This is an optimization exercise on Yosys and OpenROAD, whose aim is small area, a short achievable clock period and few clock cycles per item, not a production implementation.
In this exercise RTL edits were held to simulation tests only and were not proved equivalent to the original.
Power is estimated from default activity; no workload was simulated.

## aluTop
module aluTop (
	input  logic        clk,
	input  logic        rstN,
	input  logic        start,
	input  logic [15:0] a,
	input  logic [15:0] b,
	input  logic [3:0]  op,
	output logic        done,
	output logic [31:0] result,
	output logic [1:0]  error
);
For scale: about 2,000 cells after synthesis, about 300 flip-flops, roughly 74 I/O pins, ~21,000 um2 of cells after synthesis.
clock: 28.0 ns
lec_check: 0
cap_margin: 20
core_margin: 2
core_utilization: 65
slew_margin: 20
synth_hierarchical: 1
synth_minimum_keep_size: 0
standard.sh (not shown) runs the stock make flow with config.mk's settings and CLKGATE_MAP_FILE= SYNTH_SCRIPT=/design/flow/synth_recipe.tcl, a recipe that flattens the netlist after the stock synthesis.
==> flow/flow/run.sh <==
#!/bin/bash
# Standard ORFS layout with these changes to how it is made (the clock period and
# the constraints are unchanged):
#  - the resizer's setup repair aims for a margin below the clock period;
#  - clock tree synthesis clusters more sinks per buffer and adds no dummy loads;
#  - the port buffers start as buf_2 (the resizer may still size them).
set -euo pipefail
export SETUP_SLACK_MARGIN=21.5
export CTS_ARGS="-sink_clustering_enable -repair_clock_nets -sink_clustering_size 30 -sink_clustering_max_diameter 80 -dont_use_dummy_load"
export BUFFER_PORTS_ARGS="-buffer_cell sky130_fd_sc_hd__buf_2"
bash standard.sh > standard_flow.log 2>&1
The starting point completed with no timing, DRC or antenna violations.
Testbench counts at the start, summed over its fixed seeds: cycles 8,048, items 8,000.
Then changed:
==> flow/flow/run.sh (replaced) <==
#!/bin/bash
# Standard ORFS layout with two changes to how it is made (the clock period and
# the constraints are unchanged):
#  - the resizer's setup repair aims for a margin below the clock period;
#  - clock tree synthesis clusters more sinks per buffer and adds no dummy loads.
set -euo pipefail
export SETUP_SLACK_MARGIN=21.5
export CTS_ARGS="-sink_clustering_enable -repair_clock_nets -sink_clustering_size 30 -sink_clustering_max_diameter 80 -dont_use_dummy_load"
bash standard.sh > standard_flow.log 2>&1
--- a/flow/config.mk
+++ b/flow/config.mk
@@ -10 +10,3 @@
-export CORE_UTILIZATION = 65
+export CORE_UTILIZATION = 40
+export CTS_CLUSTER_DIAMETER = 80
+export CTS_CLUSTER_SIZE = 30
Effect:
- via count falls by 1.1%
- synthesized cell count stays the same
- fmax falls by 0.57%
- non-clock buffer count falls by 11
- worst setup slack degrades by 0.038 ns

Another version of the RTL of aluTop (not shown whole).
Size: ~1900 cells after synthesis, roughly 74 I/O pins, ~0.019 sq mm of cells after synthesis.
==> flow/config.mk <==
export PLATFORM = sky130hd
export DESIGN_NAME = aluTop
export DESIGN_NICKNAME = aluTop
export VERILOG_FILES = /design/flow/design.v
export SDC_FILE = /design/flow/constraint.sdc
export NUM_CORES = 4
export LEC_CHECK = 0
export CAP_MARGIN = 20
export CORE_MARGIN = 2
export CORE_UTILIZATION = 65
export SLEW_MARGIN = 20
export SYNTH_HIERARCHICAL = 1
export SYNTH_MINIMUM_KEEP_SIZE = 0
==> flow/constraint.sdc <==
create_clock -name core_clock -period 28.0 [get_ports {clk}]
set_input_delay 5.6000 -clock core_clock [delete_from_list [all_inputs] [get_ports {clk}]]
set_output_delay 5.6000 -clock core_clock [all_outputs]
set_load 0.01 [all_outputs]
==> flow/flow/run.sh <==
#!/bin/bash
# Standard ORFS layout with these changes to how it is made (the clock period and
# the constraints are unchanged):
#  - the resizer's setup repair aims for a margin below the clock period;
#  - clock tree synthesis clusters more sinks per buffer and adds no dummy loads;
#  - the port buffers start as buf_2 (the resizer may still size them).
set -euo pipefail
export SETUP_SLACK_MARGIN=21.3
export CTS_ARGS="-sink_clustering_enable -repair_clock_nets -sink_clustering_size 40 -sink_clustering_max_diameter 80 -dont_use_dummy_load"
export BUFFER_PORTS_ARGS="-buffer_cell sky130_fd_sc_hd__buf_2"
bash standard.sh > standard_flow.log 2>&1
The starting point passed the timing, design-rule and antenna checks.
Testbench counts at the start, summed over its fixed seeds: cycles 8,040, items 8,000.
Then changed:
==> flow/flow/run.sh (replaced) <==
#!/bin/bash
# Standard ORFS layout with these changes to how it is made (the clock period and
# the constraints are unchanged):
#  - the resizer's setup repair aims for a margin below the clock period, by sizing only;
#  - clock tree synthesis clusters more sinks per buffer and adds no dummy loads;
#  - the port buffers start as buf_2 (the resizer may still size them).
set -euo pipefail
export SETUP_SLACK_MARGIN=21.3
export SETUP_MOVE_SEQUENCE="unbuffer,size_down,sizeup,swap"
export CTS_ARGS="-sink_clustering_enable -repair_clock_nets -sink_clustering_size 30 -sink_clustering_max_diameter 80 -dont_use_dummy_load"
export BUFFER_PORTS_ARGS="-buffer_cell sky130_fd_sc_hd__buf_2"
bash standard.sh > standard_flow.log 2>&1
=> Global-route usage barely changes. Sequential power hardly moves. Critical path depth goes up by 31. Utilization fell by 0.25 points. Maximum frequency drops by 1.6%. Flip-flop and latch count does not change. Total power climbs by 0.67%. Register-to-register slack gets worse by 0.24 ns. Count of clock-buffer cells in the layout rose by 1.
Then changed:
==> flow/flow/run.sh (replaced) <==
#!/bin/bash
# Standard ORFS layout with these changes to how it is made (the clock period and
# the constraints are unchanged):
#  - the resizer's setup repair aims for a margin below the clock period;
#  - clock tree synthesis clusters more sinks per buffer and adds no dummy loads;
#  - the port buffers start as buf_2 (the resizer may still size them).
set -euo pipefail
export SETUP_SLACK_MARGIN=21.4
export CTS_ARGS="-sink_clustering_enable -repair_clock_nets -sink_clustering_size 30 -sink_clustering_max_diameter 80 -dont_use_dummy_load"
export BUFFER_PORTS_ARGS="-buffer_cell sky130_fd_sc_hd__buf_2"
bash standard.sh > standard_flow.log 2>&1
After rerunning:
- synthesized cell count is unchanged
- flip-flop and latch count is unchanged
- global-route usage drops by 0.33 points
- cell area climbs by 0.56%
- setup slack improved by 0.12 ns
- routed wire length climbs by about 1.1%
- via count climbs by 1.4%
- area after synthesis does not change
- first-iteration DRC count drops by about 7%
- total power drops by about 0.6%
Then changed:
--- a/flow/flow/run.sh
+++ b/flow/flow/run.sh
@@ -6,5 +6,5 @@
 #  - the port buffers start as buf_2 (the resizer may still size them).
 set -euo pipefail
-export SETUP_SLACK_MARGIN=21.4
+export SETUP_SLACK_MARGIN=21.3
 export CTS_ARGS="-sink_clustering_enable -repair_clock_nets -sink_clustering_size 30 -sink_clustering_max_diameter 80 -dont_use_dummy_load"
 export BUFFER_PORTS_ARGS="-buffer_cell sky130_fd_sc_hd__buf_2"
Outcome:
- The changed run completed with no timing, DRC or antenna violations
- flip-flop and latch count is unchanged
- critical path depth stays the same
- global-route usage came out higher by 0.37 points
- clock-buffer cell count rises by 1
- non-clock buffer count came out lower by 4
- sequential share of layout area stays flat
- hold slack degrades by 0.041 ns
- die area does not change
Then changed:
--- a/flow/flow/run.sh
+++ b/flow/flow/run.sh
@@ -7,5 +7,5 @@
 set -euo pipefail
 export SETUP_SLACK_MARGIN=21.3
-export CTS_ARGS="-sink_clustering_enable -repair_clock_nets -sink_clustering_size 30 -sink_clustering_max_diameter 80 -dont_use_dummy_load"
+export CTS_ARGS="-sink_clustering_enable -repair_clock_nets -sink_clustering_size 30 -sink_clustering_max_diameter 80 -dont_use_dummy_load -sink_clustering_levels 1"
 export BUFFER_PORTS_ARGS="-buffer_cell sky130_fd_sc_hd__buf_2"
 bash standard.sh > standard_flow.log 2>&1
Utilization does not change.
Global-route usage stays the same.
Design area is unchanged.
Flip-flop and latch count does not change.
Total power stays the same.
Fmax stays the same.
Non-clock buffer count stays the same.
Clock power is about the same.
Worst setup slack does not change.
Routed wire length stays the same.
Then changed:
--- a/flow/flow/run.sh
+++ b/flow/flow/run.sh
@@ -6,6 +6,6 @@
 #  - the port buffers start as buf_2 (the resizer may still size them).
 set -euo pipefail
-export SETUP_SLACK_MARGIN=21.3
-export CTS_ARGS="-sink_clustering_enable -repair_clock_nets -sink_clustering_size 30 -sink_clustering_max_diameter 80 -dont_use_dummy_load -sink_clustering_levels 1"
+export SETUP_SLACK_MARGIN=21.65
+export CTS_ARGS="-sink_clustering_enable -repair_clock_nets -sink_clustering_size 30 -sink_clustering_max_diameter 80 -dont_use_dummy_load"
 export BUFFER_PORTS_ARGS="-buffer_cell sky130_fd_sc_hd__buf_2"
 bash standard.sh > standard_flow.log 2>&1
The new run completed with no timing, DRC or antenna violations.
Setup slack gets better by 0.032 ns.
Critical path depth is unchanged.
Final area goes up by 3.9%.
Routed wire length goes up by about 3.6%.
Clock skew goes down by 0.030 ns.
Synthesized area is unchanged.
Via count goes up by 1.7%.
Clock-buffer cell count goes down by 1.
Worst hold slack gets better by 0.032 ns.

RTL: one of the versions met above, not the one the previous note started from.
For scale: about 2000 cells after synthesis, ~300 flip-flops, about 74 I/O pins.
Design aluTop, start of the top module:
module aluTop (
	input  logic        clk,
	input  logic        rstN,
	input  logic        start,
	input  logic [15:0] a,
	input  logic [15:0] b,
	input  logic [3:0]  op,
	output logic        done,
	output logic [31:0] result,
	output logic [1:0]  error
);
export LEC_CHECK = 0
export CAP_MARGIN = 20
export CORE_MARGIN = 2
export CORE_UTILIZATION = 55
export CTS_CLUSTER_DIAMETER = 80
export CTS_CLUSTER_SIZE = 30
export SLEW_MARGIN = 20
export SYNTH_HIERARCHICAL = 1
export SYNTH_MINIMUM_KEEP_SIZE = 0
create_clock -name core_clock -period 28.0 [get_ports {clk}]
==> flow/flow/run.sh <==
#!/bin/bash
# Standard ORFS layout; the resizer's setup repair aims for a margin below the
# clock period (the constraints and the clock period are unchanged).
set -euo pipefail
export SETUP_SLACK_MARGIN=21.5
bash standard.sh > standard_flow.log 2>&1
The starting point finished with timing, DRC and antenna clean.
Testbench counts at the start, summed over its fixed seeds: cycles 8,048, items 8,000.
Then changed:
- CORE_UTILIZATION: 55 -> 40
Worst setup slack degrades by 15 ps.
Sequential power barely changes.
Die area rose by well over a third.
Routed wire length rose by a few percent.
Utilization fell by 16 points.
Synthesized cell count is unchanged.
Via count rose slightly.
Cell area rose by a few percent.
Clock power rose by roughly a tenth.
Synthesized area does not change.
Cell count rose by a little under a tenth.

RTL: one of the versions met above, not the one the previous note started from.
For scale: roughly 250 flip-flops, about 74 I/O pins, ~0.019 mm2 of cells after synthesis.
Settings: LEC_CHECK=0, CAP_MARGIN=20, CORE_MARGIN=2, CORE_UTILIZATION=65, SLEW_MARGIN=20, SYNTH_HIERARCHICAL=1, SYNTH_MINIMUM_KEEP_SIZE=0; clock period 28.0 ns.
==> flow/flow/run.sh <==
#!/bin/bash
# Standard ORFS layout with these changes to how it is made (the clock period and
# the constraints are unchanged):
#  - the resizer's setup repair aims for a margin below the clock period;
#  - clock tree synthesis clusters more sinks per buffer and adds no dummy loads;
#  - the port buffers start as buf_2 (the resizer may still size them).
set -euo pipefail
export SETUP_SLACK_MARGIN=21.3
export CTS_ARGS="-sink_clustering_enable -repair_clock_nets -sink_clustering_size 25 -sink_clustering_max_diameter 60 -dont_use_dummy_load"
export BUFFER_PORTS_ARGS="-buffer_cell sky130_fd_sc_hd__buf_2"
bash standard.sh > standard_flow.log 2>&1
Testbench counts at the start, summed over its fixed seeds: cycles 8,040, items 8,000.
Edit:
--- a/flow/flow/run.sh
+++ b/flow/flow/run.sh
@@ -8,3 +8,3 @@
 export SETUP_SLACK_MARGIN=21.3
-export CTS_ARGS="-sink_clustering_enable -repair_clock_nets -sink_clustering_size 25 -sink_clustering_max_diameter 60 -dont_use_dummy_load"
+export CTS_ARGS="-repair_clock_nets -dont_use_dummy_load"
 export BUFFER_PORTS_ARGS="-buffer_cell sky130_fd_sc_hd__buf_2"
Fmax decreases slightly.
Design area increases by a few percent.
Via count increases by a few percent.

## static timing again, ports no longer ideal
No port has a modelled driver above. Below, the same layouts with a new extraction and two added sets of constraints.
Step 1, drivers: a clkbuf_16 drives clk and a buf_2 each remaining input, both assumed.
Step 2 also shifts input and output timing later by t, the mid clock arrival at the registers, as if the neighbouring blocks saw the same clock.
a / b / c = no drivers / after step 1 / after step 2; a / b = the first two.
run | t (ns) | setup WS [ns] | latest minus earliest clock arrival (ns)
the first run of note 1 | 0.555 | 21.439 / 21.388 / 21.779 | 0.062 / 0.062
the second run of note 1 | 0.595 | 21.401 / 21.350 / 21.610 | 0.075 / 0.075
the first run of note 2 | 0.546 | 21.425 / 21.372 / 21.403 | 0.094 / 0.094
the second run of note 2 | 0.542 | 21.319 / 21.319 / 21.319 | 0.092 / 0.092
the third run of note 2 | 0.547 | 21.440 / 21.387 / 21.365 | 0.060 / 0.060
the fourth run of note 2 | 0.542 | 21.407 / 21.357 / 21.414 | 0.093 / 0.093
the fifth run of note 2 | 0.542 | 21.407 / 21.357 / 21.414 | 0.093 / 0.093
the sixth run of note 2 | 0.539 | 21.439 / 21.390 / 21.401 | 0.062 / 0.062
the first run of note 3 | 0.591 | 21.414 / 21.361 / 21.597 | 0.032 / 0.032
the second run of note 3 | 0.607 | 21.399 / 21.347 / 21.631 | 0.041 / 0.041
the first run of note 4 | 0.557 | 21.436 / 21.387 / 21.330 | 0.065 / 0.065
the second run of note 4 | 0.611 | 21.403 / 21.351 / 21.334 | 0.025 / 0.025
After both steps every run listed still meets setup and hold. For the first run of note 4, which loses most, drivers alone change the setup slack by -0.049 ns; drivers and shift together by -0.106 ns.
